This design comes from an exercise in tuning for small area on the open sky130 flow, not from production work. Function was checked by simulation only, so behaviour that the tests miss may differ from the original. Power and IR drop assume default switching activity.

`config.mk`:
```
export PLATFORM = sky130hd
export DESIGN_NAME = padding
export DESIGN_NICKNAME = padding
export VERILOG_FILES = /design/flow/design.v
export SDC_FILE = /design/flow/constraint.sdc
export NUM_CORES = 4
export LEC_CHECK = 0
export CAP_MARGIN = 20
export CORE_AREA = 5 5 615 615
export DIE_AREA = 0 0 620 620
export PLACE_DENSITY = 0.4
export SLEW_MARGIN = 20
export SYNTH_HIERARCHICAL = 1
export SYNTH_MINIMUM_KEEP_SIZE = 0
```
`constraint.sdc`:
```
create_clock -name core_clock -period 5.0 [get_ports {clk}]
set_input_delay 1.0000 -clock core_clock [delete_from_list [all_inputs] [get_ports {clk}]]
set_output_delay 1.0000 -clock core_clock [all_outputs]
set_load 0.01 [all_outputs]
```
`design.v`:
```
`default_nettype none
module padding #(
  parameter int INPUT_SIZE  = 14,
  parameter int OUTPUT_SIZE = INPUT_SIZE + 2,
  parameter int INPUT_BITS  = INPUT_SIZE * INPUT_SIZE * 4,
  parameter int OUTPUT_BITS = OUTPUT_SIZE * OUTPUT_SIZE * 4
) (
  input  logic                   clk,
  input  logic                   rst,
  input  logic                   start,
  input  logic [INPUT_BITS-1:0]  input_matrix,
  output logic [OUTPUT_BITS-1:0] output_matrix,
  output logic                   done
);
  localparam int c_ROW_BITS = INPUT_SIZE * 4;
  logic                  r_busy;    
  logic                  r_done;
  logic [INPUT_BITS-1:0] r_data;    
  logic w_load;
  logic w_keep;
  logic w_load1;
  assign w_load = start & ~r_busy & ~r_done;
  always_ff @(posedge clk or negedge rst) begin
    if (!rst) begin
      r_busy <= 1'b0;
      r_done <= 1'b0;
    end else begin
      r_busy <= w_load;
      r_done <= r_busy | (r_done & start);
    end
  end
  assign w_load1 = w_load & rst;
  assign w_keep  = rst & ~w_load;
  for (genvar i = 0; i < INPUT_BITS; i++) begin : g_bit
    padding_bit u_bit (
      .clk  (clk),
      .load (w_load1),
      .keep (w_keep),
      .d    (input_matrix[i]),
      .q    (r_data[i])
    );
  end
  always_comb begin
    output_matrix = '0;
    for (int r = 0; r < INPUT_SIZE; r++)
      output_matrix[((r + 1) * OUTPUT_SIZE + 1) * 4 +: c_ROW_BITS] =
        r_data[r * c_ROW_BITS +: c_ROW_BITS];
  end
  assign done = r_done;
endmodule
module padding_bit (
  input  logic clk,
  input  logic load,
  input  logic keep,
  input  logic d,
  output logic q
);
  always_ff @(posedge clk) begin
    q <= (load & d) | (keep & q);
  end
endmodule
`default_nettype wire
```
`run.sh`:
```
#!/bin/bash
# synth_recipe.tcl (not shown) runs the flow's synth.tcl, then flattens the netlist and writes it again
# the make line also repeats each setting of config.mk as NAME=value (left out here)
make -C /OpenROAD-flow-scripts/flow DESIGN_CONFIG=/design/flow/config.mk WORK_HOME=/design/flow/orfs CLKGATE_MAP_FILE= SYNTH_SCRIPT=/design/flow/synth_recipe.tcl finish
```
==> impl_metrics.env, run 1 <==
export IMPL_status="finished clean"
export IMPL_core_area_um2=371000
export IMPL_tightestPinTransition_ns=1.03
export IMPL_final_util=0.135
export IMPL_insertion_delay_ns=0.87
export IMPL_cp_num_buf_inv=1
export IMPL_min_path_type="in2async"
export IMPL_power_leakage_nw=17.9
export IMPL_finalSetupViolCount=0
export IMPL_cts_buffers=114
export IMPL_clock_sinks=786
export IMPL_hold_buffers=0
export IMPL_crit_required_ns=4.00
export IMPL_clockPowerShare=0.433
export IMPL_maxSlewHeadroom=0.316
export IMPL_wl_per_cell_um=31.4
export IMPL_r2r_cells=4
export IMPL_drt_total_wl_um=271000
export IMPL_slew_violations=0
export IMPL_antenna_found_initial=374
export IMPL_crit_cells=1
export IMPL_switching_share=0.295
export IMPL_start_util=0.0659
export IMPL_fin_setup_tns_ns=0
export IMPL_drc=0
export IMPL_dp_hpwl_um=238000
export IMPL_fin_crit_sh=0.621
export IMPL_die_h_um=620
export IMPL_avgSynthCellArea_um2=13.5
export IMPL_stdcell_count=8637
export IMPL_period_needed_ns=3.10
export IMPL_ir_drop_uv=279
export IMPL_ioPinCount=1812
export IMPL_gp_congestion=0.840
export IMPL_io_buffer_count=1571
export IMPL_synth_cell_type_count=9
export IMPL_grt_pass1_wl_um=321000
export IMPL_root_buffer="clkbuf_16"
export IMPL_p_int_mw=14.0
export IMPL_power_density_nw_per_um2=397
export IMPL_p_seq_frac=0.366
export IMPL_grt_max_degree=145
export IMPL_grt_overflow=0
export IMPL_comb_power_share=0.201
export IMPL_synth_seq_area_share=0.644
export IMPL_vias=24300
export IMPL_worstSetupStartpointType="flip-flop"
export IMPL_max_cap_violations=0
export IMPL_slowest_stage="clkdlybuf4s50_1"
export IMPL_slowest_delay_ns=0.88
export IMPL_fp_dieW_um=620
export IMPL_cts_tree="yes"
export IMPL_final_common_cell="clkdlybuf4s50_1"
export IMPL_cp_top_family="buffers and inverters"
export IMPL_clk_pin_slew_ns=0.06
export IMPL_synth_seq_cells=786
export IMPL_clockBufferDepth=4
export IMPL_crit_chain="clkdlybuf4s50_1"
export IMPL_areaGrowthSynthToFinish_pct=104
export IMPL_cp_arrival_ns=2.10
export IMPL_cts_max_level=3
export IMPL_cts_resized=0
export IMPL_clock_fmax_ghz=0.322
export IMPL_crit_path_max_fanout=2
export IMPL_p_switching_mw=5.87
export IMPL_syn_area_um2=24500
export IMPL_final_cell_mix="clkdlybuf4s50_1, a22o_1, dfxtp_1"
export IMPL_ys_warn_count=8
export IMPL_syn_inst=1815
export IMPL_drtIter0Drc=1319
export IMPL_rows=224
export IMPL_fin_skew_ns=0.0636
export IMPL_worstSetupPathType="reg2out"
export IMPL_viasPerCell=2.81
export IMPL_first_global_vias=23200
export IMPL_cp_end_kind="output pin"
export IMPL_antenna_left=0
export IMPL_track_usage=0.133
export IMPL_drive_above_1_share=0.0653
export IMPL_postCtsSetupBuffers=0
export IMPL_die_area_um2=384000
export IMPL_rsz0062_at_grt="no"
export IMPL_final_nets=4325
export IMPL_hold_viol_final=0
export IMPL_place_inst=8394
export IMPL_first_pass_iters=5
==> Yosys cell counts <==
cell type,count,area share
buf_4,240,0.074
a21o_2,1,0.00036
a22o_1,784,0.28
nor3b_4,1,0.00077
dfrtp_1,2,0.0020
nor2b_1,1,0.00026
and2_1,1,0.00026
conb_1,1,0.00015
dfxtp_1,784,0.64
==> Yosys stat by module (local to each module, per instance) <==
| module | cells | copies in the design | flip-flops and latches | cell area, µm² |
|---|---|---|---|---|
| padding | 247 | 1 | 2 | 1900 |
| padding_bit | 2 | 784 | 1 | 28.8 |
==> per-layer routing <==
layer | GRT usage | vias to the layer above | wire length (µm)
li1 | - | 10300 | -
met1 | 0.126 | 11400 | 86500
met2 | 0.233 | 1647 | 133000
met3 | 0.0937 | 674 | 42500
met4 | 0.0332 | 214 | 8500
met5 | 0 | - | 1340
==> sequential cells by signal, summed over array words and instances, names as in the netlist <==
signal,flops
g_bit.u_bit.q,784
r_busy,1
r_done,1
==> through the flow <==
stage	power, mW	hold slack [ns]	worst slack (ns)	cell area [µm²]
after floorplan	8.74	0.477	-5.10	25400
after global placement	11.5	0.451	1.55	46000
after detailed placement	11.5	0.452	1.50	46000
after CTS	20.5	0.264	1.63	49900
after global routing	20.8	0.307	1.68	49900
final	19.9	0.376	1.90	50000
==> layout make-up <==
cell class | instances | area [µm²]
repair buffers | 1608 | 16200
flip-flops and latches | 786 | 15700
clock buffers | 149 | 3230
fillers | 41700 | 321000
multi-input cells | 1028 | 7820
well taps | 4972 | 6220
clock inverters | 59 | 689
diodes | 35 | 87.6
==> cell families after synthesis <==
logic type,share of synthesized area
buffers and inverters,0.0737
DFF,0.644
and+or+nand+nor,0.00128
other,0.000153
AOI/OAI and AO/OA,0.281
==> path summary, 6_finish.rpt <==
kind | start | endpoint | slack (ns)
worst max-delay path | g_bit[487].u_bit.q | output_matrix[619] | 1.90
min in group core_clock | g_bit[673].u_bit.q | g_bit[673].u_bit.q | 0.46
worst min register to register | g_bit[673].u_bit.q | g_bit[673].u_bit.q | 0.46
worst max register to register | r_done | g_bit[628].u_bit.q | 2.72
worst min-delay path | rst | r_done | 0.38
max in group asynchronous | rst | r_busy | 4.47
==> power groups by stage <==
stage               registers, mW  logic, mW  clock network, mW
finish                       7.27       4.00               8.60
global route                 7.34       4.24               9.20
CTS                          7.28       4.17               9.02
detailed placement           7.40       4.14                  0
global placement             7.40       4.13                  0
floorplan                    7.60       1.14                  0
==> run 2, diff against run 1 <==
==> flow/run.sh (new file) <==
#!/bin/bash
# Standard ORFS layout, with the port buffers inserted as the smallest
# plain buffer (buf_1) instead of the resizer's default pick.
set -euo pipefail
export BUFFER_PORTS_ARGS="-buffer_cell sky130_fd_sc_hd__buf_1"
bash standard.sh > standard_make.log 2>&1
==> standard.sh (new file) <==
#!/bin/bash
# synth_recipe.tcl (not shown) runs the flow's synth.tcl, then flattens the netlist and writes it again
# the make line also repeats each setting of config.mk as NAME=value (left out here)
make -C /OpenROAD-flow-scripts/flow DESIGN_CONFIG=/design/flow/config.mk WORK_HOME=/design/flow/orfs CLKGATE_MAP_FILE= SYNTH_SCRIPT=/design/flow/synth_recipe.tcl "${@:-finish}"
removed: run.sh
==> impl_metrics.env, run 2 <==
export IMPL_place_inst=8391
export IMPL_seqCellArea_um2=15700
export IMPL_cp_arrival_ns=1.77
export IMPL_max_cap_violations=0
export IMPL_drtIter0Drc=1491
export IMPL_die_area_um2=384000
export IMPL_dp_slack_ns=1.90
export IMPL_worst_slack_ns=2.23
export IMPL_drc=0
export IMPL_finalSetupViolCount=0
export IMPL_place_area_um2=36100
export IMPL_largest_register="g_bit.u_bit.q"
export IMPL_final_common_cell="buf_1"
export IMPL_io_buffer_count=1571
export IMPL_dp_hpwl_um=237000
export IMPL_synth_cell_type_count=9
export IMPL_clk_pin_slew_ns=0.08
export IMPL_synth_edf_count=0
export IMPL_ir_drop_uv=266
export IMPL_antenna_left=0
export IMPL_hold_viol_final=0
export IMPL_slowest_stage="dfxtp_1"
export IMPL_grt_overflow=0
export IMPL_min_path_type="in2reg"
export IMPL_syn_inst=1815
export IMPL_slowest_delay_ns=0.49
export IMPL_grt_max_degree=176
export IMPL_fin_crit_sh=0.554
export IMPL_drt_total_wl_um=266000
export IMPL_largestRegisters="g_bit.u_bit.q (784), r_busy (1), r_done (1)"
export IMPL_worstSetupStartpointType="flip-flop"
export IMPL_slew_violations=0
export IMPL_drive_above_1_share=0.0641
export IMPL_fin_skew_ns=0.0600
export IMPL_rows=224
export IMPL_cp_top_family="flip-flops"
export IMPL_power_density_nw_per_um2=467
export IMPL_power_leakage_nw=13.9
export IMPL_antenna_found_initial=397
export IMPL_status="finished clean"
export IMPL_worstSetupPathType="reg2out"
export IMPL_crit_chain="buf_1"
export IMPL_insertion_delay_ns=0.88
export IMPL_synth_seq_area_share=0.644
export IMPL_ys_warn_count=8
export IMPL_areaGrowthSynthToFinish_pct=64.1
export IMPL_synth_seq_cells=786
export IMPL_syn_area_um2=24500
export IMPL_wl_per_cell_um=30.8
export IMPL_period_needed_ns=2.77
export IMPL_n_fill_cell=42900
export IMPL_final_cell_mix="buf_1, a22o_1, dfxtp_1"
export IMPL_start_util=0.0659
export IMPL_rsz0062_at_grt="no"
export IMPL_async_reset_ff_frac=0.00254
export IMPL_avgSynthCellArea_um2=13.5
export IMPL_yosysTopAreaCellShare=0.642
export IMPL_crit_path_max_fanout=2
export IMPL_ioPinCount=1812
export IMPL_ys_flop_type="dfxtp_1"
export IMPL_stdcell_count=8636
export IMPL_gp_congestion=0.888
export IMPL_final_nets=4320
export IMPL_cp_num_buf_inv=1
export IMPL_finalPower_mw=18.8
export IMPL_viasPerCell=2.86
export IMPL_tightestPinTransition_ns=1.01
export IMPL_vias=24700
export IMPL_fp_dieW_um=620
export IMPL_final_util=0.108
export IMPL_cts_resized=0
export IMPL_first_global_vias=23400
export IMPL_clock_fmax_ghz=0.361
export IMPL_cts_max_level=3
export IMPL_cts_buffers=111
export IMPL_track_usage=0.130
export IMPL_core_area_um2=371000
export IMPL_largest_register_ffs=784
export IMPL_clock_sinks=786
export IMPL_die_h_um=620
export IMPL_synth_top_cells_by_count="a22o_1, dfxtp_1, buf_4, dfrtp_1"
export IMPL_postCtsSetupBuffers=0
export IMPL_first_pass_iters=5
export IMPL_multi_input_area_um2=7820
export IMPL_clockBufferDepth=4
export IMPL_root_buffer="clkbuf_16"
export IMPL_grt_pass1_wl_um=313000
export IMPL_cts_tree="yes"
export IMPL_crit_required_ns=4.00
export IMPL_design_area_um2=40100
export IMPL_cp_end_kind="output pin"
export IMPL_synth_area_leader_cell="dfxtp_1"
export IMPL_synthTopCellsByArea="dfxtp_1, a22o_1, buf_4"
export IMPL_maxSlewHeadroom=0.327
-- run 2: cell counts after synthesis --
No cell type changed its count.
-- run 2: cells by family (layout without fill, tap and decap cells) --
kind of cell           after synthesis  count (layout)  synth area share
AO/OA/AOI/OAI                      785             785             0.281
buffers and inverters              240            1808            0.0737
flip-flops                         786             786             0.644
other                                1             282          0.000153
AND/OR/NAND/NOR                      3               3           0.00128
-- run 2: per-layer routing --
layer,GRT usage,wire [µm]
met1,0.120,83100
met2,0.222,128000
met3,0.0975,43600
met4,0.0400,10000
met5,0,1730
-- run 2: report_power, final --
group | internal, mW | leakage (nW) | switching [mW]
Clock | 5.19 | 1.90 | 3.48
Combinational | 0.862 | 5.52 | 1.98
Sequential | 6.88 | 6.44 | 0.370
-- run 2: through the flow --
step           setup TNS, ns  hold WS [ns]
2_1_floorplan       -4001.53         0.477
3_3_place_gp               0         0.450
3_5_place_dp               0         0.451
4_1_cts                    0         0.195
5_1_grt                    0         0.247
6_report                   0         0.329
-- run 2: worst paths after layout --
kind	startpoint	end	slack, ns	depth (start not counted)
max	g_bit[411].u_bit.q	output_matrix[535]	2.23	1
min	input_matrix[146]	g_bit[146].u_bit.q	0.33	2
max reg2reg	r_done	g_bit[384].u_bit.q	2.65	4
min reg2reg	g_bit[312].u_bit.q	g_bit[312].u_bit.q	0.47	1
max in group asynchronous	rst	r_busy	4.26	2
min in group asynchronous	rst	r_done	0.56	2
-- run 2: cell type report --
cell class,count,area share
diodes,42,0.00262
clock buffers,132,0.0744
clock inverters,70,0.0238
multi-input cells,1028,0.195
flip-flops and latches,786,0.392
well taps,4972,0.155
repair buffers,1606,0.157
-- run 2: Yosys stat by module (local to each module, per instance) --
module	cells	area, µm²	times used
padding	247	1900	1
padding_bit	2	28.8	784
-- run 2: timing repair --
action | CTS | global route
endpoints found under the setup margin | 0 | 0
endpoints found under the hold margin | 2 | 0
hold buffers | 1 | 0
==> run 3, diff against run 2 <==
==> flow/run.sh (replaced) <==
#!/bin/bash
# Standard ORFS layout, with the port buffers inserted as the smallest
# plain buffer (buf_1) instead of the resizer's default pick, and a clock
# tree built from fewer, smaller buffers with larger sink clusters.
set -euo pipefail
export BUFFER_PORTS_ARGS="-buffer_cell sky130_fd_sc_hd__buf_1"
export CTS_ARGS="-sink_clustering_enable -repair_clock_nets -dont_use_dummy_load -sink_clustering_size 20"
bash standard.sh > standard_make.log 2>&1
==> impl_metrics.env, run 3 <==
export IMPL_status="finished clean"
export IMPL_crit_chain="buf_1"
export IMPL_p_seq_frac=0.430
export IMPL_core_area_um2=371000
export IMPL_period_needed_ns=2.78
export IMPL_clock_sinks=786
export IMPL_clock_fmax_ghz=0.359
export IMPL_worst_slack_ns=2.22
export IMPL_drive_above_1_share=0.0422
export IMPL_rsz0062_at_grt="no"
export IMPL_synth_cell_type_count=9
export IMPL_largest_register_ffs=784
export IMPL_p_switching_mw=5.31
export IMPL_ioPinCount=1812
export IMPL_antenna_left=0
export IMPL_worstSetupPathType="reg2out"
export IMPL_n_fill_cell=42900
export IMPL_dp_slack_ns=1.90
export IMPL_first_global_vias=23200
export IMPL_comb_power_share=0.168
export IMPL_max_cap_violations=0
export IMPL_final_util=0.105
export IMPL_synth_edf_count=0
export IMPL_io_buffer_count=1571
export IMPL_root_buffer="clkbuf_16"
export IMPL_yosysTopAreaCellShare=0.642
export IMPL_grt_overflow=0
export IMPL_finalSetupViolCount=0
export IMPL_drc=0
export IMPL_wl_per_cell_um=31.1
export IMPL_hold_viol_final=0
export IMPL_clockPowerShare=0.402
export IMPL_tightestPinTransition_ns=1.02
export IMPL_drt_total_wl_um=266000
export IMPL_p_int_mw=11.6
export IMPL_vias=24500
export IMPL_final_common_cell="buf_1"
export IMPL_fin_skew_ns=0.0763
export IMPL_cts_buffers=111
export IMPL_largest_register="g_bit.u_bit.q"
export IMPL_power_leakage_nw=13.3
export IMPL_slowest_delay_ns=0.56
export IMPL_switching_share=0.314
export IMPL_fp_dieW_um=620
export IMPL_areaGrowthSynthToFinish_pct=59.3
export IMPL_grt_max_degree=176
export IMPL_slew_violations=0
export IMPL_min_path_type="in2reg"
export IMPL_crit_path_max_fanout=2
export IMPL_clockBufferDepth=4
export IMPL_synth_seq_cells=786
export IMPL_cp_top_family="buffers and inverters"
export IMPL_antenna_found_initial=401
export IMPL_cts_tree="yes"
export IMPL_worstSetupStartpointType="flip-flop"
export IMPL_maxSlewHeadroom=0.321
export IMPL_gp_congestion=0.888
export IMPL_clk_pin_slew_ns=0.06
export IMPL_synth_area_leader_cell="dfxtp_1"
export IMPL_cp_num_buf_inv=1
export IMPL_synthTopCellsByArea="dfxtp_1, a22o_1, buf_4"
export IMPL_first_pass_iters=5
export IMPL_cts_max_level=3
export IMPL_dp_hpwl_um=237000
export IMPL_syn_inst=1815
export IMPL_die_area_um2=384000
export IMPL_crit_required_ns=4.00
export IMPL_cp_arrival_ns=1.78
export IMPL_fin_crit_sh=0.556
export IMPL_grt_pass1_wl_um=312000
export IMPL_synth_seq_area_share=0.644
export IMPL_track_usage=0.130
export IMPL_rows=224
export IMPL_die_h_um=620
export IMPL_viasPerCell=2.87
export IMPL_cp_end_kind="output pin"
export IMPL_insertion_delay_ns=0.82
export IMPL_ys_flop_type="dfxtp_1"
export IMPL_largestRegisters="g_bit.u_bit.q (784), r_busy (1), r_done (1)"
export IMPL_ys_warn_count=8
export IMPL_avgSynthCellArea_um2=13.5
export IMPL_async_reset_ff_frac=0.00254
export IMPL_power_density_nw_per_um2=434
export IMPL_start_util=0.0659
export IMPL_synth_top_cells_by_count="a22o_1, dfxtp_1, buf_4, dfrtp_1"
export IMPL_postCtsSetupBuffers=0
export IMPL_drtIter0Drc=1484
export IMPL_final_nets=4320
export IMPL_slowest_stage="buf_1"
export IMPL_syn_area_um2=24500
export IMPL_finalPower_mw=16.9
export IMPL_final_cell_mix="buf_1, a22o_1, dfxtp_1"
export IMPL_ir_drop_uv=263
==> run 3: per-stage QoR <==
stage                     instances  TNS [ns]  hold WS (ns)  cell area (µm²)
after CTS                      8503         0         0.198            38900
after global placement         8391         0         0.450            36100
after floorplan                2054  -4001.53         0.477            25400
final                          8541         0         0.331            39000
after global routing           8516         0         0.246            38900
after detailed placement       8391         0         0.451            36100
==> run 3: final timing paths <==
kind,start,to,slack [ns],depth (start not counted)
min in group asynchronous,rst,r_done,0.56,2
min reg2reg,g_bit[702].u_bit.q,g_bit[702].u_bit.q,0.47,1
max,g_bit[325].u_bit.q,output_matrix[433],2.22,1
min,input_matrix[14],g_bit[14].u_bit.q,0.33,2
max in group asynchronous,rst,r_busy,4.26,2
max reg2reg,r_done,g_bit[508].u_bit.q,2.69,4
==> run 3: Yosys stat by module (local to each module, per instance) <==
module | cells | flip-flops and latches | copies in the design
padding_bit | 2 | 1 | 784
padding | 247 | 2 | 1
==> run 3: worst register-to-register path, stage by stage (launching register included) <==
cell and delay [ns]:
dfrtp_1 0.42, nor3b_4 0.29, and2_4 0.50, buf_12 0.55, a22o_1 0.52
==> run 3: metal layers <==
layer	GRT usage	share of wire	up-vias	wire, µm
met5	0	0.0067	-	1790
met4	0.0354	0.036	266	9460
met3	0.0987	0.17	780	44800
met2	0.224	0.48	1839	128000
met1	0.119	0.31	11400	81600
li1	-	-	10200	-
==> run 3: timing repair <==
action                                  in CTS  in global routing
resized for setup                            0                  0
endpoints found under the setup margin       0                  0
hold buffers                                 1                  0
endpoints found under the hold margin        2                  0
==> run 3: power groups by stage <==
stage / Clock [mW] / Combinational (mW) / Sequential (mW)
6_report: 6.80 / 2.84 / 7.26
5_1_grt: 7.34 / 3.08 / 7.33
4_1_cts: 7.21 / 2.99 / 7.26
3_5_place_dp: 0 / 2.97 / 7.38
3_3_place_gp: 0 / 2.96 / 7.38
2_1_floorplan: 0 / 1.14 / 7.60
==> run 3: cells by family (layout without fill, tap and decap cells) <==
group,Yosys count,after routing,synth area share
other,1,278,0.000153
AOI/OAI and AO/OA,785,785,0.281
DFF,786,786,0.644
buffers and inverters,240,1717,0.0737
and+or+nand+nor,3,3,0.00128
==> run 3: final cells by class <==
cell class | count | area, µm² | area share
diodes | 38 | 95.1 | 0.00244
flip-flops and latches | 786 | 15700 | 0.404
multi-input cells | 1028 | 7820 | 0.201
repair buffers | 1606 | 6310 | 0.162
well taps | 4972 | 6220 | 0.160
clock buffers | 111 | 2780 | 0.0713
==> run 4, diff against run 3 <==
==> flow/run.sh (replaced) <==
#!/bin/bash
# Standard ORFS layout, with the port buffers inserted as the smallest
# plain buffer (buf_1) instead of the resizer's default pick, and a clock
# tree built from fewer buffers with larger sink clusters.
set -euo pipefail
export BUFFER_PORTS_ARGS="-buffer_cell sky130_fd_sc_hd__buf_1"
export CTS_ARGS="-sink_clustering_enable -repair_clock_nets -dont_use_dummy_load -sink_clustering_size 24 -sink_clustering_max_diameter 100 -buf_list {sky130_fd_sc_hd__clkbuf_16}"
bash standard.sh > standard_make.log 2>&1
==> impl_metrics.env, run 4 <==
export IMPL_status="finished clean"
export IMPL_fp_dieW_um=620
export IMPL_ir_drop_uv=251
export IMPL_fin_hold_ws_ns=0.108
export IMPL_viasPerCell=2.86
export IMPL_fin_crit_sh=0.555
export IMPL_slowest_delay_ns=0.57
export IMPL_finalSetupViolCount=0
export IMPL_synth_top_cells_by_count="a22o_1, dfxtp_1, buf_4, dfrtp_1"
export IMPL_r2r_start="r_done"
export IMPL_clk_pin_slew_ns=0.09
export IMPL_synthTopCellsByArea="dfxtp_1, a22o_1, buf_4"
export IMPL_slowest_stage="buf_1"
export IMPL_crit_path_max_fanout=2
export IMPL_track_usage=0.129
export IMPL_power_leakage_nw=12.9
export IMPL_cts_buffers=78
export IMPL_grt_max_degree=176
export IMPL_antenna_found_initial=392
export IMPL_p_switching_mw=4.98
export IMPL_synth_area_leader_cell="dfxtp_1"
export IMPL_maxSlewHeadroom=0.301
export IMPL_syn_area_um2=24500
export IMPL_grt_overflow=0
export IMPL_dp_hpwl_um=237000
export IMPL_die_h_um=620
export IMPL_max_cap_violations=0
export IMPL_clockPowerShare=0.347
export IMPL_final_cell_mix="buf_1, a22o_1, dfxtp_1"
export IMPL_ys_warn_count=8
export IMPL_first_global_vias=22900
export IMPL_drive_above_1_share=0.0332
export IMPL_start_util=0.0659
export IMPL_fin_skew_ns=0.124
export IMPL_largest_register="g_bit.u_bit.q"
export IMPL_largest_register_ffs=784
export IMPL_tightestPinTransition_ns=1.05
export IMPL_final_nets=4286
export IMPL_hold_viol_final=0
export IMPL_slew_violations=0
export IMPL_clock_sinks=786
export IMPL_avgSynthCellArea_um2=13.5
export IMPL_core_area_um2=371000
export IMPL_synth_cell_type_count=9
export IMPL_async_reset_ff_frac=0.00254
export IMPL_insertion_delay_ns=0.83
export IMPL_yosysTopAreaCellShare=0.642
export IMPL_crit_chain="buf_1"
export IMPL_io_buffer_count=1571
export IMPL_syn_inst=1815
export IMPL_rr_endpoint="g_bit[537].u_bit.q"
export IMPL_r2r_cells=4
export IMPL_clockBufferDepth=4
export IMPL_cp_arrival_ns=1.78
export IMPL_root_buffer="clkbuf_16"
export IMPL_synth_seq_cells=786
export IMPL_rrSetupSlack_ns=2.71
export IMPL_largestRegisters="g_bit.u_bit.q (784), r_busy (1), r_done (1)"
export IMPL_synth_seq_area_share=0.644
export IMPL_cp_num_buf_inv=1
export IMPL_min_path_type="in2async"
export IMPL_grt_pass1_wl_um=310000
export IMPL_cts_tree="yes"
export IMPL_crit_required_ns=4.00
export IMPL_power_density_nw_per_um2=405
export IMPL_ioPinCount=1812
export IMPL_antenna_left=0
export IMPL_clock_fmax_ghz=0.360
export IMPL_p_seq_frac=0.469
export IMPL_cts_max_level=3
export IMPL_wl_per_cell_um=31.0
export IMPL_drc=0
export IMPL_period_needed_ns=2.78
export IMPL_synth_edf_count=0
export IMPL_drtIter0Drc=1529
export IMPL_final_common_cell="buf_1"
export IMPL_rows=224
export IMPL_drt_total_wl_um=264000
export IMPL_fin_setup_tns_ns=0
export IMPL_comb_power_share=0.184
export IMPL_p_int_mw=10.5
export IMPL_worstSetupStartpointType="flip-flop"
export IMPL_areaGrowthSynthToFinish_pct=55.9
export IMPL_ys_flop_type="dfxtp_1"
export IMPL_n_fill_cell=43000
export IMPL_vias=24300
export IMPL_cts_resized=0
export IMPL_die_area_um2=384000
export IMPL_first_pass_iters=5
export IMPL_rsz0062_at_grt="no"
export IMPL_switching_share=0.322
export IMPL_cp_top_family="buffers and inverters"
export IMPL_worstSetupPathType="reg2out"
export IMPL_gp_congestion=0.888
export IMPL_cp_end_kind="output pin"
export IMPL_hold_buffers=0
export IMPL_postCtsSetupBuffers=0
==> run 4: cell types whose count changed in the layout (fill, tap and decap cells not counted), sizes merged <==
cell,delta
dlygate4sd3,-1
diode,+3
clkbuf,-33
==> run 4: worst register-to-register path, cell delays in order, from the launching register on <==
cell and delay, ns:
dfrtp_1 0.41, nor3b_4 0.30, and2_4 0.50, buf_12 0.56, a22o_1 0.47
==> run 4: worst max path at each step <==
stage                                   from                 end  slack [ns]  cells after the start
final                     g_bit[473].u_bit.q  output_matrix[605]        2.22                      1
after global routing      g_bit[430].u_bit.q  output_matrix[554]        2.06                      1
after CTS                 g_bit[430].u_bit.q  output_matrix[554]        1.99                      1
after detailed placement               start  g_bit[104].u_bit.q        1.90                      5
after global placement                 start  g_bit[778].u_bit.q        1.93                      6
after floorplan                        start    g_bit[0].u_bit.q       -5.10                      3
==> run 4: metrics by stage <==
stage	instances	power, mW	instance area, µm²	setup slack (ns)	utilization
2_1_floorplan	2054	8.74	25400	-5.10	-
3_3_place_gp	8391	10.3	36100	1.93	0.0972
3_5_place_dp	8391	10.4	36100	1.90	0.0972
4_1_cts	8469	16.0	38000	1.99	0.102
5_1_grt	8482	16.3	38100	2.06	0.103
6_report	8510	15.5	38100	2.22	0.103
==> run 4: kinds of logic (layout without fill, tap and decap cells) <==
kind of cell,Yosys count,count (layout),synth area share
flip-flops,786,786,0.644
AO/OA/AOI/OAI,785,785,0.281
buffers and inverters,240,1683,0.0737
AND/OR/NAND/NOR,3,3,0.00128
other,1,281,0.000153
==> run 4: modules after synthesis, one instance, submodules excluded <==
module / flops+latches / area [µm²] / cells inside / copies in the design
padding: 2 / 1900 / 247 / 1
padding_bit: 1 / 28.8 / 2 / 784
==> run 4: metal layers <==
layer	up-vias	track usage	wire, µm
met5	-	0	1740
met4	256	0.0319	9130
met3	744	0.0979	44200
met2	1803	0.223	127000
met1	11400	0.119	81700
li1	10100	-	-
==> run 4: cell type report <==
type | instances | area (µm²) | share of cell area
Timing Repair Buffer | 1605 | 6300 | 0.165
Clock buffer | 78 | 1950 | 0.0512
Tap cell | 4972 | 6220 | 0.163
Multi-Input combinational cell | 1028 | 7820 | 0.205
Sequential cell | 786 | 15700 | 0.413
Antenna cell | 41 | 103 | 0.00269
==> run 4: power by group through the flow <==
stage	logic (mW)	clock network [mW]	registers, mW
6_report	2.84	5.37	7.25
5_1_grt	3.07	5.89	7.32
4_1_cts	2.99	5.72	7.25
3_5_place_dp	2.97	0	7.38
2_1_floorplan	1.14	0	7.60
3_3_place_gp	2.96	0	7.38
==> run 5, diff against run 4 <==
==> flow/run.sh (replaced) <==
#!/bin/bash
# Standard ORFS layout, with the port buffers inserted as the smallest
# plain buffer (buf_1) instead of the resizer's default pick, and a clock
# tree built from fewer buffers with larger sink clusters.
set -euo pipefail
export BUFFER_PORTS_ARGS="-buffer_cell sky130_fd_sc_hd__buf_1"
export CTS_ARGS="-sink_clustering_enable -repair_clock_nets -dont_use_dummy_load -sink_clustering_size 14 -sink_clustering_max_diameter 80 -buf_list {sky130_fd_sc_hd__clkbuf_8}"
bash standard.sh > standard_make.log 2>&1
==> impl_metrics.env, run 5 <==
export IMPL_async_reset_ff_frac=0.00254
export IMPL_cts_max_level=3
export IMPL_slowest_stage="dfxtp_1"
export IMPL_synth_area_leader_cell="dfxtp_1"
export IMPL_grt_max_degree=176
export IMPL_ioPinCount=1812
export IMPL_cp_num_buf_inv=1
export IMPL_rr_endpoint="g_bit[508].u_bit.q"
export IMPL_antenna_left=0
export IMPL_cts_buffers=101
export IMPL_clock_fmax_ghz=0.343
export IMPL_wl_per_cell_um=30.9
export IMPL_synth_seq_cells=786
export IMPL_final_nets=4350
export IMPL_yosysTopAreaCellShare=0.642
export IMPL_power_density_nw_per_um2=382
export IMPL_start_util=0.0659
export IMPL_final_common_cell="buf_1"
export IMPL_largestRegisters="g_bit.u_bit.q (784), r_busy (1), r_done (1)"
export IMPL_crit_path_max_fanout=2
export IMPL_io_buffer_count=1571
export IMPL_fp_dieW_um=620
export IMPL_grt_overflow=0
export IMPL_first_pass_iters=5
export IMPL_r2r_start="r_done"
export IMPL_clock_sinks=786
export IMPL_slew_violations=0
export IMPL_final_cell_mix="buf_1, a22o_1, dfxtp_1"
export IMPL_avgSynthCellArea_um2=13.5
export IMPL_syn_area_um2=24500
export IMPL_maxSlewHeadroom=0.312
export IMPL_max_cap_violations=0
export IMPL_cp_top_family="flip-flops"
export IMPL_die_h_um=620
export IMPL_root_buffer="clkbuf_8"
export IMPL_postCtsSetupBuffers=0
export IMPL_fin_crit_sh=0.583
export IMPL_synth_seq_area_share=0.644
export IMPL_finalSetupViolCount=0
export IMPL_synthTopCellsByArea="dfxtp_1, a22o_1, buf_4"
export IMPL_grt_pass1_wl_um=312000
export IMPL_design_area_um2=38000
export IMPL_drtIter0Drc=1439
export IMPL_largest_register="g_bit.u_bit.q"
export IMPL_synth_edf_count=0
export IMPL_drive_above_1_share=0.0390
export IMPL_final_util=0.102
export IMPL_power_leakage_nw=12.9
export IMPL_finalPower_mw=14.5
export IMPL_vias=24600
export IMPL_clk_pin_slew_ns=0.08
export IMPL_slowest_delay_ns=0.51
export IMPL_ys_warn_count=8
export IMPL_insertion_delay_ns=1.04
export IMPL_rrSetupSlack_ns=2.74
export IMPL_period_needed_ns=2.91
export IMPL_worst_slack_ns=2.09
export IMPL_fin_skew_ns=0.162
export IMPL_drc=0
export IMPL_hold_depth=2
export IMPL_ir_drop_uv=180
export IMPL_syn_inst=1815
export IMPL_worstSetupPathType="reg2out"
export IMPL_die_area_um2=384000
export IMPL_worstSetupStartpointType="flip-flop"
export IMPL_crit_chain="buf_1"
export IMPL_min_path_type="in2reg"
export IMPL_track_usage=0.129
export IMPL_synth_top_cells_by_count="a22o_1, dfxtp_1, buf_4, dfrtp_1"
export IMPL_gp_congestion=0.888
export IMPL_dp_slack_ns=1.90
export IMPL_areaGrowthSynthToFinish_pct=55.3
export IMPL_viasPerCell=2.87
export IMPL_cp_arrival_ns=1.91
export IMPL_first_global_vias=23200
export IMPL_cts_tree="yes"
export IMPL_antenna_found_initial=395
export IMPL_fin_hold_ws_ns=0.198
export IMPL_drt_total_wl_um=265000
export IMPL_clockBufferDepth=4
export IMPL_tightestPinTransition_ns=1.03
export IMPL_synth_cell_type_count=9
export IMPL_dp_hpwl_um=237000
export IMPL_min_delay_start="input_matrix[7]"
export IMPL_r2r_cells=4
export IMPL_cp_end_kind="output pin"
export IMPL_ys_flop_type="dfxtp_1"
export IMPL_rsz0062_at_grt="no"
export IMPL_core_area_um2=371000
export IMPL_hold_end="g_bit[7].u_bit.q"
export IMPL_place_area_um2=36100
export IMPL_largest_register_ffs=784
export IMPL_status="finished clean"
export IMPL_rows=224
export IMPL_hold_viol_final=0
export IMPL_crit_required_ns=4.00
run 5: cell counts after synthesis:
No cell type changed its count.
run 5: timing repair:
item                                    CTS  global route
resized for setup                         0             0
hold buffers                             41             0
endpoints found under the hold margin    42             0
endpoints found under the setup margin    0             0
run 5: report_power, final:
group / switching, mW / leakage [nW] / internal (mW)
combinational: 1.99 / 5.69 / 0.883
sequential: 0.370 / 6.44 / 6.88
clock: 2.61 / 0.726 / 1.77
total: 4.98 / 12.9 / 9.53
run 5: worst max path at each step:
stage                             from                  to  slack (ns)  depth (start not counted)
finish              g_bit[411].u_bit.q  output_matrix[535]        2.09                          1
global route        g_bit[325].u_bit.q  output_matrix[433]        1.87                          1
CTS                 g_bit[325].u_bit.q  output_matrix[433]        1.73                          1
detailed placement               start  g_bit[104].u_bit.q        1.90                          5
global placement                 start  g_bit[778].u_bit.q        1.93                          6
floorplan                        start    g_bit[0].u_bit.q       -5.10                          3
run 5: stage by stage:
step / setup TNS [ns] / std cells
floorplan: -4001.53 / 2054
global placement: 0 / 8391
detailed placement: 0 / 8391
CTS: 0 / 8533
global route: 0 / 8548
finish: 0 / 8574
run 5: Yosys stat by module, one instance, submodules excluded:
module	times used	cells	flip-flops and latches
padding	1	247	2
padding_bit	784	2	1
run 5: routing by layer:
layer,GRT usage,share of wire,wire length [µm],vias to the layer above
li1,-,-,-,10200
met1,0.121,0.31,82800,11500
met2,0.222,0.48,127000,1875
met3,0.0947,0.16,43000,771
met4,0.0402,0.041,10800,248
met5,0,0.0064,1690,-
run 5: cell type report:
class                           instances  area (µm²)
Antenna cell                           41         103
Fill cell                           43100      333000
Sequential cell                       786       15700
Clock buffer                          101        1390
Timing Repair Buffer                 1646        6710
Tap cell                             4972        6220
Multi-Input combinational cell       1028        7820
run 5: logic make-up after synthesis:
kind of cell,count (synthesis),synth area share
AO/OA/AOI/OAI,785,0.281
other,1,0.000153
flip-flops,786,0.644
AND/OR/NAND/NOR,3,0.00128
buffers and inverters,240,0.0737
==> run 6, diff against run 5 <==
--- a/config.mk
+++ b/config.mk
@@ -7,6 +7,6 @@
 export LEC_CHECK = 0
 export CAP_MARGIN = 20
-export CORE_AREA = 5 5 615 615
-export DIE_AREA = 0 0 620 620
+export CORE_AREA = 5 5 505 505
+export DIE_AREA = 0 0 510 510
 export PLACE_DENSITY = 0.4
 export SLEW_MARGIN = 20
==> impl_metrics.env, run 6 <==
export IMPL_rsz0062_at_grt="no"
export IMPL_synth_xor_area_share=0
export IMPL_synth_seq_area_share=0.644
export IMPL_start_util=0.0984
export IMPL_yosys_area_share_simple=0.00128
export IMPL_fp_dieW_um=510
export IMPL_final_nets=4308
export IMPL_wl_per_cell_um=30.3
export IMPL_hold_end="g_bit[448].u_bit.q"
export IMPL_power_density_nw_per_um2=390
export IMPL_final_common_cell="buf_1"
export IMPL_slew_violations=0
export IMPL_fin_skew_ns=0.0577
export IMPL_grt_pass1_wl_um=252000
export IMPL_syn_inst=1815
export IMPL_gp_congestion=1.00
export IMPL_syn_area_um2=24500
export IMPL_max_cap_violations=0
export IMPL_insertion_delay_ns=0.80
export IMPL_ir_drop_uv=174
export IMPL_p_switching_mw=4.61
export IMPL_p_int_mw=9.17
export IMPL_clock_sinks=786
export IMPL_period_needed_ns=2.78
export IMPL_maxSlewHeadroom=0.350
export IMPL_grt_max_degree=108
export IMPL_antenna_left=0
export IMPL_worstSetupStartpointType="input pin"
export IMPL_ioPinCount=1812
export IMPL_status="finished clean"
export IMPL_synth_area_mux_share=0
export IMPL_fin_crit_sh=0.556
export IMPL_postCtsSetupBuffers=0
export IMPL_drt_total_wl_um=209000
export IMPL_vias=23400
export IMPL_die_area_um2=260000
export IMPL_synth_top_cells_by_count="a22o_1, dfxtp_1, buf_4, dfrtp_1"
export IMPL_dp_hpwl_um=181000
export IMPL_synth_top_family_by_area="compound AO/OA/AOI/OAI gates"
export IMPL_switching_share=0.335
export IMPL_clockBufferDepth=3
export IMPL_synth_compound_area_frac=0.281
export IMPL_async_reset_ff_frac=0.00254
export IMPL_n_fill_cell=28500
export IMPL_slowest_stage="nor2b_4"
export IMPL_min_path_type="in2reg"
export IMPL_largestRegisters="g_bit.u_bit.q (784), r_busy (1), r_done (1)"
export IMPL_comb_power_share=0.198
export IMPL_finalSetupViolCount=0
export IMPL_hold_depth=2
export IMPL_min_delay_start="input_matrix[448]"
export IMPL_drive_above_1_share=0.0392
export IMPL_r2r_start="r_done"
export IMPL_grt_overflow=0
export IMPL_rr_endpoint="g_bit[150].u_bit.q"
export IMPL_first_global_vias=21900
export IMPL_final_cell_mix="buf_1, a22o_1, dfxtp_1"
export IMPL_clock_fmax_ghz=0.360
export IMPL_synthAdderAreaFrac=0
export IMPL_cts_max_level=3
export IMPL_ys_warn_count=8
export IMPL_power_leakage_nw=12.6
export IMPL_rows=183
export IMPL_track_usage=0.149
export IMPL_synth_edf_count=0
export IMPL_worstSetupPathType="in2reg"
export IMPL_synthTopCellsByArea="dfxtp_1, a22o_1, buf_4"
export IMPL_viasPerCell=3.39
export IMPL_synth_cell_type_count=9
export IMPL_cts_tree="yes"
export IMPL_root_buffer="clkbuf_8"
export IMPL_r2r_cells=4
export IMPL_ys_flop_type="dfxtp_1"
export IMPL_areaGrowthSynthToFinish_pct=44.6
export IMPL_place_area_um2=34200
export IMPL_slowest_delay_ns=0.64
export IMPL_synth_area_leader_cell="dfxtp_1"
export IMPL_synth_seq_cells=786
export IMPL_io_buffer_count=1571
export IMPL_yosysTopAreaCellShare=0.642
export IMPL_clockPowerShare=0.276
export IMPL_first_pass_iters=6
export IMPL_cp_end_kind="flip-flop"
export IMPL_tightestPinTransition_ns=0.976
export IMPL_drc=0
export IMPL_core_area_um2=249000
export IMPL_design_area_um2=35400
export IMPL_drtIter0Drc=1808
export IMPL_clk_pin_slew_ns=0.10
export IMPL_rrSetupSlack_ns=2.44
export IMPL_p_seq_frac=0.526
export IMPL_hold_viol_final=0
export IMPL_final_util=0.142
export IMPL_die_h_um=510
export IMPL_cp_arrival_ns=3.50
export IMPL_crit_chain="dlygate4sd3_1 -> buf_1 -> nor2b_4 -> buf_12 -> buf_4 -> a22o_1"
export IMPL_largest_register="g_bit.u_bit.q"
export IMPL_antenna_found_initial=228
export IMPL_avgSynthCellArea_um2=13.5
export IMPL_crit_path_max_fanout=57
export IMPL_largest_register_ffs=784
export IMPL_cts_buffers=80
export IMPL_crit_required_ns=5.72
run 6: cell counts after synthesis:
Identical to the previous run, type by type.
run 6: how the worst max path moves through the flow:
stage / start / to / slack (ns) / cells after the start
detailed placement: start / g_bit[150].u_bit.q / 1.74 / 5
CTS: g_bit[558].u_bit.q / output_matrix[698] / 2.01 / 1
finish: rst / g_bit[369].u_bit.q / 2.22 / 6
floorplan: start / g_bit[0].u_bit.q / -5.10 / 3
global placement: start / g_bit[246].u_bit.q / 1.77 / 5
global route: g_bit[558].u_bit.q / output_matrix[698] / 2.10 / 1
run 6: timing repair:
item	4_1_cts	5_1_grt
gates resized for setup	0	0
hold buffers	1	0
endpoints found under the hold margin	2	0
run 6: cells by family (layout without fill, tap and decap cells):
kind of cell,Yosys count,count (layout)
other cells,1,280
simple gates,3,3
compound gates,785,785
buf+inv,240,1705
flops,786,786
run 6: routing by layer:
metal  vias up  GRT usage  wire [µm]  share of wire
li1      10100          -          -              -
met1     11100      0.165      75400           0.36
met2      1544      0.231      92700           0.44
met3       444      0.106      34400           0.16
met4       146     0.0355       5430          0.026
met5         -          0        950         0.0045
run 6: modules after synthesis (local to each module, per instance):
module	times used	cell area, µm²	flip-flops and latches	cells
padding_bit	784	28.8	1	2
padding	1	1900	2	247
run 6: stage by stage:
stage	worst slack [ns]	total power, mW	hold slack [ns]	setup TNS [ns]	std cells
floorplan	-5.10	8.74	0.477	-4001.53	2054
global placement	1.77	10.2	0.451	0	6768
detailed placement	1.74	10.2	0.451	0	6768
CTS	2.01	14.2	0.195	0	6849
global route	2.10	14.5	0.236	0	6864
finish	2.22	13.8	0.367	0	6889
run 6: power by group through the flow:
stage	clock (mW)	combinational, mW	sequential, mW
3_3_place_gp	0	2.78	7.39
6_report	3.80	2.73	7.26
5_1_grt	4.26	2.94	7.32
3_5_place_dp	0	2.79	7.39
4_1_cts	4.09	2.80	7.25
2_1_floorplan	0	1.14	7.60
run 6: layout make-up:
| type | instances | area (µm²) | share of cell area |
|---|---|---|---|
| antenna | 40 | 100 | 0.00283 |
| clock buffer | 80 | 1100 | 0.0311 |
| tap | 3330 | 4170 | 0.118 |
| sequential | 786 | 15700 | 0.445 |
| timing repair buffer | 1625 | 6430 | 0.182 |
| multi-input combinational | 1028 | 7820 | 0.221 |
run 6: critical path, delay by kind of cell:
kind | cells | cell delay, ns
buffers and inverters | 4 | 1.52
AO/OA/AOI/OAI | 1 | 0.23
AND/OR/NAND/NOR | 1 | 0.64
==> run 7, diff against run 6 <==
--- a/flow/run.sh
+++ b/flow/run.sh
@@ -5,4 +5,5 @@
 set -euo pipefail
 export BUFFER_PORTS_ARGS="-buffer_cell sky130_fd_sc_hd__buf_1"
+export IO_PLACER_V="met2 met4"
 export CTS_ARGS="-sink_clustering_enable -repair_clock_nets -dont_use_dummy_load -sink_clustering_size 14 -sink_clustering_max_diameter 80 -buf_list {sky130_fd_sc_hd__clkbuf_8}"
 bash standard.sh > standard_make.log 2>&1
--- a/config.mk
+++ b/config.mk
@@ -7,6 +7,6 @@
 export LEC_CHECK = 0
 export CAP_MARGIN = 20
-export CORE_AREA = 5 5 505 505
-export DIE_AREA = 0 0 510 510
+export CORE_AREA = 5 5 395 395
+export DIE_AREA = 0 0 400 400
 export PLACE_DENSITY = 0.4
 export SLEW_MARGIN = 20
==> impl_metrics.env, run 7 <==
export IMPL_rsz0062_at_grt="no"
export IMPL_seqCellArea_um2=15700
export IMPL_yosysTopAreaCellShare=0.642
export IMPL_grt_pass1_wl_um=180000
export IMPL_crit_path_max_fanout=3
export IMPL_grt_overflow=0
export IMPL_cts_resized=0
export IMPL_async_reset_ff_frac=0.00254
export IMPL_largestRegisters="g_bit.u_bit.q (784), r_busy (1), r_done (1)"
export IMPL_drt_total_wl_um=141000
export IMPL_place_inst=5445
export IMPL_ys_warn_count=8
export IMPL_antenna_found_initial=74
export IMPL_postCtsSetupBuffers=0
export IMPL_clock_fmax_ghz=0.357
export IMPL_ys_flop_type="dfxtp_1"
export IMPL_gp_congestion=0.917
export IMPL_r2r_start="r_done"
export IMPL_synthTopCellsByArea="dfxtp_1, a22o_1, buf_4"
export IMPL_ioPinCount=1812
export IMPL_worstSetupStartpointType="flip-flop"
export IMPL_areaGrowthSynthToFinish_pct=37.0
export IMPL_hold_buffers=0
export IMPL_cp_arrival_ns=1.80
export IMPL_syn_area_um2=24500
export IMPL_slew_violations=0
export IMPL_synth_cell_type_count=9
export IMPL_core_area_um2=152000
export IMPL_finalSetupViolCount=0
export IMPL_crit_required_ns=4.00
export IMPL_finalPower_mw=13.2
export IMPL_stdcell_count=5563
export IMPL_track_usage=0.159
export IMPL_first_global_vias=21700
export IMPL_final_cell_mix="buf_1, a22o_1, dfxtp_1"
export IMPL_cp_startpoint="r_done"
export IMPL_wl_met1_um=46300
export IMPL_synth_edf_count=0
export IMPL_slowest_stage="buf_1"
export IMPL_n_fill_cell=16800
export IMPL_synth_area_leader_cell="dfxtp_1"
export IMPL_fp_dieW_um=400
export IMPL_power_density_nw_per_um2=393
export IMPL_viasPerCell=4.01
export IMPL_max_cap_violations=0
export IMPL_dr_max_layer_used="met5"
export IMPL_min_path_type="in2async"
export IMPL_largest_register_ffs=784
export IMPL_syn_inst=1815
export IMPL_cts_max_level=3
export IMPL_synth_top_cells_by_count="a22o_1, dfxtp_1, buf_4, dfrtp_1"
export IMPL_io_buffer_count=1571
export IMPL_cp_num_buf_inv=1
export IMPL_vias=22300
export IMPL_synth_seq_area_share=0.644
export IMPL_cp_end_kind="output pin"
export IMPL_power_leakage_nw=12.5
export IMPL_root_buffer="clkbuf_8"
export IMPL_rrSetupSlack_ns=2.61
export IMPL_final_util=0.221
export IMPL_final_common_cell="buf_1"
export IMPL_die_area_um2=160000
export IMPL_cp_top_family="buffers and inverters"
export IMPL_wl_met3_um=14900
export IMPL_first_pass_iters=5
export IMPL_route_met2_wl_um=67400
export IMPL_hold_viol_final=0
export IMPL_final_nets=4275
export IMPL_slowest_delay_ns=0.71
export IMPL_drtIter0Drc=1369
export IMPL_clock_sinks=786
export IMPL_cts_tree="yes"
export IMPL_tightestPinTransition_ns=1.02
export IMPL_endpoint="done"
export IMPL_antenna_left=0
export IMPL_largest_register="g_bit.u_bit.q"
export IMPL_status="finished clean"
export IMPL_fin_skew_ns=0.0827
export IMPL_die_h_um=400
export IMPL_wl_per_cell_um=25.3
export IMPL_clockBufferDepth=3
export IMPL_start_util=0.161
export IMPL_clk_pin_slew_ns=0.10
export IMPL_rows=143
export IMPL_ir_drop_uv=194
export IMPL_drc=0
export IMPL_synth_seq_cells=786
export IMPL_insertion_delay_ns=0.76
export IMPL_drive_above_1_share=0.0301
export IMPL_worstSetupPathType="reg2out"
export IMPL_grt_max_degree=162
export IMPL_avgSynthCellArea_um2=13.5
export IMPL_crit_cells=1
export IMPL_cts_buffers=71
export IMPL_multi_input_area_um2=7820
export IMPL_period_needed_ns=2.80
export IMPL_dp_hpwl_um=114000
export IMPL_r2r_cells=4
export IMPL_fin_crit_sh=0.561
export IMPL_crit_chain="buf_1"
export IMPL_rr_endpoint="g_bit[579].u_bit.q"
export IMPL_maxSlewHeadroom=0.318
==> run 7: logic make-up (layout without fill, tap and decap cells) <==
group,count (synthesis),after routing,share of synthesized area
buffers and inverters,240,1672,0.0737
and+or+nand+nor,3,3,0.00128
DFF,786,786,0.644
other,1,287,0.000153
AOI/OAI and AO/OA,785,785,0.281
==> run 7: area by class of cell <==
cell class / count / share of cell area
Antenna cell: 47 / 0.00351
Tap cell: 2030 / 0.0758
Timing Repair Buffer: 1601 / 0.188
Clock buffer: 71 / 0.0292
Multi-Input combinational cell: 1028 / 0.233
Sequential cell: 786 / 0.470
==> run 7: Yosys stat by module, one instance, submodules excluded <==
module       cells inside  copies in the design
padding               247                     1
padding_bit             2                   784
==> run 7: where the power goes <==
group          switching [mW]  internal, mW
Sequential              0.361          6.87
Clock                    2.18          1.27
Combinational            1.60         0.864
==> run 7: worst reg2reg max path, cell delays in order, from the launching register on <==
cell     delay, ns
dfrtp_1       0.43
nor3b_4       0.28
and2_4        0.69
buf_12        0.59
a22o_1        0.33
==> run 7: how the worst min path moves through the flow <==
stage	depth (start not counted)	slack [ns]	to	from
after global routing	1	0.07	r_done	rst
after detailed placement	1	0.45	g_bit[545].u_bit.q	g_bit[545].u_bit.q
final	1	0.17	r_done	rst
after floorplan	1	0.48	r_busy	r_busy
after global placement	1	0.45	g_bit[354].u_bit.q	g_bit[354].u_bit.q
after CTS	1	0.04	r_done	rst
==> run 7: stage by stage <==
step | hold slack (ns) | TNS [ns] | worst slack (ns) | cell area (µm²)
global route | 0.0696 | 0 | 1.94 | 33500
floorplan | 0.477 | -4001.53 | -5.10 | 25400
global placement | 0.450 | 0 | 2.03 | 32400
detailed placement | 0.451 | 0 | 1.96 | 32400
finish | 0.169 | 0 | 2.20 | 33500
CTS | 0.0366 | 0 | 1.92 | 33400
==> run 7: routing by layer <==
| layer | GRT usage | vias to the layer above |
|---|---|---|
| met3 | 0.0733 | 637 |
| met1 | 0.157 | 10200 |
| met4 | 0.111 | 8 |
| li1 | - | 10000 |
| met5 | 0.00616 | - |
| met2 | 0.266 | 1380 |
==> run 8, diff against run 7 <==
==> flow/run.sh (replaced) <==
#!/bin/bash
# Standard ORFS layout, with the port buffers inserted as the smallest
# plain buffer (buf_1) instead of the resizer's default pick, and a clock
# tree built from fewer buffers with larger sink clusters.
set -euo pipefail
export BUFFER_PORTS_ARGS="-buffer_cell sky130_fd_sc_hd__buf_1"
export IO_PLACER_V="met2 met4"
export CTS_ARGS="-sink_clustering_enable -repair_clock_nets -dont_use_dummy_load -sink_clustering_size 30 -sink_clustering_max_diameter 80 -buf_list {sky130_fd_sc_hd__clkbuf_16}"
bash standard.sh > standard_make.log 2>&1
==> impl_metrics.env, run 8 <==
export IMPL_ys_flop_type="dfxtp_1"
export IMPL_final_common_cell="buf_1"
export IMPL_first_pass_iters=5
export IMPL_drt_total_wl_um=140000
export IMPL_synth_area_leader_cell="dfxtp_1"
export IMPL_largestRegisters="g_bit.u_bit.q (784), r_busy (1), r_done (1)"
export IMPL_drtIter0Drc=1278
export IMPL_synth_top_family_by_area="compound AO/OA/AOI/OAI gates"
export IMPL_slew_violations=0
export IMPL_power_density_nw_per_um2=409
export IMPL_clk_pin_slew_ns=0.07
export IMPL_worstSetupPathType="reg2out"
export IMPL_cts_tree="yes"
export IMPL_synthTopCellsByArea="dfxtp_1, a22o_1, buf_4"
export IMPL_hold_buffers=0
export IMPL_track_usage=0.158
export IMPL_syn_inst=1815
export IMPL_final_nets=4259
export IMPL_antenna_left=0
export IMPL_crit_chain="buf_1"
export IMPL_clock_sinks=786
export IMPL_slowest_delay_ns=0.71
export IMPL_final_cell_mix="buf_1, a22o_1, dfxtp_1"
export IMPL_ioPinCount=1812
export IMPL_root_buffer="clkbuf_16"
export IMPL_place_inst=5445
export IMPL_max_cap_violations=0
export IMPL_period_needed_ns=2.76
export IMPL_design_area_um2=33900
export IMPL_rows=143
export IMPL_rsz0062_at_grt="no"
export IMPL_tightestPinTransition_ns=0.968
export IMPL_ys_warn_count=8
export IMPL_synth_xor_area_share=0
export IMPL_synth_seq_cells=786
export IMPL_areaGrowthSynthToFinish_pct=38.5
export IMPL_fp_dieW_um=400
export IMPL_wl_per_cell_um=25.3
export IMPL_synth_edf_count=0
export IMPL_synth_cell_type_count=9
export IMPL_antenna_found_initial=73
export IMPL_postCtsSetupBuffers=0
export IMPL_synth_top_cells_by_count="a22o_1, dfxtp_1, buf_4, dfrtp_1"
export IMPL_io_buffer_count=1571
export IMPL_synth_seq_area_share=0.644
export IMPL_fin_setup_tns_ns=0
export IMPL_finalSetupViolCount=0
export IMPL_ir_drop_uv=237
export IMPL_clock_fmax_ghz=0.363
export IMPL_core_area_um2=152000
export IMPL_synthAdderAreaFrac=0
export IMPL_cts_max_level=2
export IMPL_cp_end_kind="output pin"
export IMPL_dp_hpwl_um=114000
export IMPL_largest_register="g_bit.u_bit.q"
export IMPL_first_global_vias=21500
export IMPL_clockBufferDepth=3
export IMPL_yosysTopAreaCellShare=0.642
export IMPL_crit_path_max_fanout=3
export IMPL_async_reset_ff_frac=0.00254
export IMPL_syn_area_um2=24500
export IMPL_viasPerCell=4.01
export IMPL_gp_congestion=0.917
export IMPL_die_area_um2=160000
export IMPL_fin_hold_ws_ns=0.207
export IMPL_cp_top_family="buffers and inverters"
export IMPL_drive_above_1_share=0.0256
export IMPL_min_path_type="in2async"
export IMPL_cp_num_buf_inv=1
export IMPL_grt_max_degree=162
export IMPL_status="finished clean"
export IMPL_slowest_stage="buf_1"
export IMPL_fin_crit_sh=0.551
export IMPL_synth_compound_area_frac=0.281
export IMPL_place_area_um2=32400
export IMPL_grt_pass1_wl_um=180000
export IMPL_die_h_um=400
export IMPL_rrSetupSlack_ns=2.62
export IMPL_cts_resized=0
export IMPL_hold_viol_final=0
export IMPL_power_leakage_nw=12.6
export IMPL_fin_skew_ns=0.0509
export IMPL_stdcell_count=5543
export IMPL_yosys_area_share_simple=0.00128
export IMPL_grt_overflow=0
export IMPL_cp_arrival_ns=1.76
export IMPL_cts_buffers=55
export IMPL_drc=0
export IMPL_crit_required_ns=4.00
export IMPL_largest_register_ffs=784
export IMPL_n_fill_cell=16800
export IMPL_maxSlewHeadroom=0.355
export IMPL_synth_area_mux_share=0
export IMPL_worstSetupStartpointType="flip-flop"
export IMPL_start_util=0.161
export IMPL_insertion_delay_ns=0.68
export IMPL_vias=22200
export IMPL_avgSynthCellArea_um2=13.5
-- run 8: cell counts after synthesis --
No cell type changed its count.
-- run 8: through the flow --
step / power (mW) / setup WS [ns] / util
after floorplan: 8.74 / -5.10 / -
after global placement: 9.88 / 2.03 / 0.214
after detailed placement: 9.86 / 1.96 / 0.214
after CTS: 14.1 / 2.03 / 0.223
after global routing: 14.5 / 2.05 / 0.224
final: 13.9 / 2.24 / 0.224
-- run 8: layer usage --
layer | GRT usage | up-vias | part of all wire
li1 | - | 10000 | -
met1 | 0.157 | 10300 | 0.33
met2 | 0.267 | 1322 | 0.48
met3 | 0.0680 | 617 | 0.10
met4 | 0.106 | 8 | 0.081
met5 | 0.00616 | - | 0.0013
-- run 8: area by class of cell --
class | instances | area, µm² | area share
sequential | 786 | 15700 | 0.465
multi-input combinational | 1028 | 7820 | 0.231
timing repair buffer | 1601 | 6300 | 0.186
tap | 2030 | 2540 | 0.0750
clock buffer | 55 | 1380 | 0.0406
antenna | 43 | 108 | 0.00318
-- run 8: worst paths after layout --
check,startpoint,to,cells after the start
max,r_done,done,1
min,rst,r_done,1
max reg2reg,r_done,g_bit[711].u_bit.q,4
min reg2reg,g_bit[720].u_bit.q,g_bit[720].u_bit.q,1
max in group asynchronous,rst,r_busy,1
min in group core_clock,g_bit[720].u_bit.q,g_bit[720].u_bit.q,1
-- run 8: kinds of logic after synthesis --
group	count (synthesis)
compound gates	785
buf+inv	240
flops	786
other cells	1
simple gates	3
-- run 8: Yosys stat by module, one instance, submodules excluded --
module / cells inside / flops+latches / cell area (µm²) / times used
padding: 247 / 2 / 1900 / 1
padding_bit: 2 / 1 / 28.8 / 784
-- run 8: where the power goes --
| group | internal (mW) | switching [mW] |
|---|---|---|
| logic | 0.864 | 1.61 |
| registers | 6.87 | 0.361 |
| clock network | 1.93 | 2.22 |
| total | 9.67 | 4.19 |
==> run 9, diff against run 8 <==
==> flow/run.sh (replaced) <==
#!/bin/bash
# Standard ORFS layout with these changes:
#  - port buffers inserted as the smallest plain buffer (buf_1) instead of
#    the resizer's default pick;
#  - pins also on met4 (top/bottom edges) so a smaller die holds them all;
#  - each input bit's pin grouped with the pin of the output bit it feeds,
#    so each register sits next to its own two pins;
#  - a clock tree built from fewer buffers with larger sink clusters and no
#    dummy loads.
set -euo pipefail
groups=""
for ((r = 0; r < 14; r++)); do
  for ((c = 0; c < 14; c++)); do
    for ((b = 0; b < 4; b++)); do
      i=$(( (r * 14 + c) * 4 + b ))
      o=$(( ((r + 1) * 16 + c + 1) * 4 + b ))
      groups+=" -group_pins {input_matrix[$i] output_matrix[$o]}"
    done
  done
done
export PLACE_PINS_ARGS="$groups"
export BUFFER_PORTS_ARGS="-buffer_cell sky130_fd_sc_hd__buf_1"
export IO_PLACER_V="met2 met4"
export CTS_ARGS="-sink_clustering_enable -repair_clock_nets -dont_use_dummy_load -sink_clustering_size 14 -sink_clustering_max_diameter 80 -buf_list {sky130_fd_sc_hd__clkbuf_8}"
bash standard.sh > standard_make.log 2>&1
==> impl_metrics.env, run 9 <==
export IMPL_status="finished clean"
export IMPL_crit_path_max_fanout=179
export IMPL_worstSetupStartpointType="input pin"
export IMPL_first_global_vias=21300
export IMPL_slew_violations=0
export IMPL_grt_overflow=0
export IMPL_largest_register_ffs=784
export IMPL_final_util=0.222
export IMPL_synth_seq_area_share=0.644
export IMPL_cts_buffers=69
export IMPL_start_util=0.161
export IMPL_postCtsSetupBuffers=0
export IMPL_gp_congestion=0.803
export IMPL_final_nets=4281
export IMPL_die_area_um2=160000
export IMPL_r2r_start="r_done"
export IMPL_synth_top_cells_by_count="a22o_1, dfxtp_1, buf_4, dfrtp_1"
export IMPL_worstSetupPathType="in2reg"
export IMPL_seqCellArea_um2=15700
export IMPL_cts_tree="yes"
export IMPL_grt_pass1_wl_um=137000
export IMPL_hold_viol_final=0
export IMPL_fin_setup_tns_ns=0
export IMPL_cp_end_kind="flip-flop"
export IMPL_clk_pin_slew_ns=0.10
export IMPL_cp_startpoint="rst"
export IMPL_wl_per_cell_um=18.5
export IMPL_drt_total_wl_um=104000
export IMPL_tightestPinTransition_ns=0.964
export IMPL_dp_hpwl_um=79500
export IMPL_clock_sinks=786
export IMPL_ys_flop_type="dfxtp_1"
export IMPL_largestRegisters="g_bit.u_bit.q (784), r_busy (1), r_done (1)"
export IMPL_grt_max_degree=180
export IMPL_root_buffer="clkbuf_8"
export IMPL_synthTopCellsByArea="dfxtp_1, a22o_1, buf_4"
export IMPL_clockBufferDepth=3
export IMPL_design_area_um2=33600
export IMPL_syn_inst=1815
export IMPL_avgSynthCellArea_um2=13.5
export IMPL_viasPerCell=3.87
export IMPL_areaGrowthSynthToFinish_pct=37.6
export IMPL_antenna_found_initial=107
export IMPL_min_path_type="in2reg"
export IMPL_fin_skew_ns=0.102
export IMPL_fp_dieW_um=400
export IMPL_power_density_nw_per_um2=381
export IMPL_ys_warn_count=8
export IMPL_fin_crit_sh=0.546
export IMPL_crit_required_ns=5.63
export IMPL_cts_resized=0
export IMPL_rsz0062_at_grt="no"
export IMPL_maxSlewHeadroom=0.357
export IMPL_final_common_cell="buf_1"
export IMPL_core_area_um2=152000
export IMPL_yosysTopAreaCellShare=0.642
export IMPL_final_cell_mix="buf_1, a22o_1, dfxtp_1"
export IMPL_synth_area_leader_cell="dfxtp_1"
export IMPL_antenna_left=0
export IMPL_finalPower_mw=12.8
export IMPL_io_buffer_count=1571
export IMPL_drive_above_1_share=0.0315
export IMPL_hold_buffers=1
export IMPL_finalSetupViolCount=0
export IMPL_power_leakage_nw=12.5
export IMPL_multi_input_area_um2=7820
export IMPL_first_pass_iters=4
export IMPL_largest_register="g_bit.u_bit.q"
export IMPL_cts_max_level=3
export IMPL_rows=143
export IMPL_ir_drop_uv=189
export IMPL_ioPinCount=1812
export IMPL_synth_edf_count=0
export IMPL_period_needed_ns=2.73
export IMPL_syn_area_um2=24500
export IMPL_async_reset_ff_frac=0.00254
export IMPL_synth_cell_type_count=9
export IMPL_insertion_delay_ns=0.74
export IMPL_place_area_um2=32400
export IMPL_max_cap_violations=0
export IMPL_vias=21800
export IMPL_cp_arrival_ns=3.36
export IMPL_die_h_um=400
export IMPL_clock_fmax_ghz=0.367
export IMPL_track_usage=0.114
export IMPL_synth_seq_cells=786
export IMPL_drtIter0Drc=1101
export IMPL_drc=0
export IMPL_n_fill_cell=16900
export IMPL_min_delay_start="input_matrix[536]"
-- run 9: cells by family after synthesis --
family	count (synthesis)	share of synthesized area
buf+inv	240	0.0737
flops	786	0.644
compound gates	785	0.281
other cells	1	0.000153
simple gates	3	0.00128
-- run 9: path summary, 6_finish.rpt --
check | endpoint | slack [ns] | cells after the start
setup / recovery | g_bit[25].u_bit.q | 2.27 | 6
hold / removal | g_bit[536].u_bit.q | 0.47 | 2
setup reg to reg | g_bit[142].u_bit.q | 2.61 | 4
hold reg to reg | g_bit[170].u_bit.q | 0.47 | 1
max in group asynchronous | r_done | 4.23 | 2
min in group asynchronous | r_busy | 0.61 | 2
-- run 9: report_power, final --
group	internal (mW)	switching (mW)
logic	0.867	1.45
clock network	1.24	2.10
registers	6.87	0.300
total	8.97	3.85
-- run 9: worst max-delay path, cell delays in order --
cell	delay, ns
dlygate4sd3_1	0.53
buf_1	0.19
nor2b_4	0.26
buf_12	0.27
buf_12	0.52
a22o_1	0.24
-- run 9: per-layer routing --
| metal | vias up | track usage | wire (µm) |
|---|---|---|---|
| li1 | 10100 | - | - |
| met1 | 9983 | 0.0934 | 29500 |
| met2 | 1168 | 0.208 | 54900 |
| met3 | 569 | 0.0288 | 7090 |
| met4 | 0 | 0.129 | 12800 |
| met5 | - | 0 | 0 |
-- run 9: per-stage QoR --
| stage | instances | setup slack (ns) | hold WS [ns] |
|---|---|---|---|
| floorplan | 2054 | -5.10 | 0.477 |
| global placement | 5452 | 2.01 | 0.450 |
| detailed placement | 5452 | 1.96 | 0.451 |
| CTS | 5522 | 2.46 | 0.309 |
| global route | 5630 | 2.25 | 0.357 |
| finish | 5631 | 2.27 | 0.466 |
-- run 9: area by class of cell --
class	count	share of cell area
Sequential cell	786	0.468
Multi-Input combinational cell	1028	0.232
Timing Repair Buffer	1609	0.188
Tap cell	2030	0.0755
Clock buffer	69	0.0282
Antenna cell	109	0.00811
-- run 9: Yosys stat by module (local to each module, per instance) --
module	area [µm²]	flops+latches	cells
padding	1900	2	247
padding_bit	28.8	1	2

[what the ideal ports hide]
Ports are ideal in the flow. The routed layouts listed here were re-timed in OpenROAD. Step 1 assumes that a clkbuf_16 drives the clock port and a buf_2 every other input. Step 2 also shifts input and output timing later by t, the mid clock arrival at the registers, as if the neighbouring blocks saw the same clock. a / b / c = ideal ports / drivers / drivers and shift; a / b = the first two.
| run | t (ns) | setup slack, ns | hold slack, ns | slew at the worst register clock pin (ns) |
|---|---|---|---|---|
| run 1 | 0.921 | 1.896 / 1.808 / 1.555 | 0.376 / 0.315 / 0.463 | 0.07 / 0.07 |
| run 2 | 0.920 | 2.232 / 2.144 / 1.416 | 0.329 / 0.268 / 0.466 | 0.08 / 0.08 |
| run 3 | 0.900 | 2.218 / 2.130 / 1.430 | 0.331 / 0.277 / 0.466 | 0.07 / 0.07 |
| run 4 | 0.855 | 2.225 / 2.136 / 1.895 | 0.108 / 0.077 / 0.467 | 0.10 / 0.10 |
| run 5 | 1.040 | 2.086 / 1.999 / 1.425 | 0.198 / 0.150 / 0.468 | 0.10 / 0.10 |
| run 6 | 0.883 | 2.220 / 2.249 / 1.397 | 0.367 / 0.302 / 0.467 | 0.10 / 0.10 |
| run 7 | 0.772 | 2.197 / 2.120 / 1.852 | 0.169 / 0.131 / 0.464 | 0.10 / 0.10 |
| run 8 | 0.722 | 2.244 / 2.161 / 1.871 | 0.207 / 0.168 / 0.465 | 0.11 / 0.11 |
| run 9 | 0.760 | 2.272 / 2.319 / 1.559 | 0.466 / 0.425 / 0.468 | 0.10 / 0.10 |
After both steps every run listed still meets setup and hold. The setup slack of run 6, which loses most, moves by +0.029 ns with the drivers and by -0.823 ns with both steps.
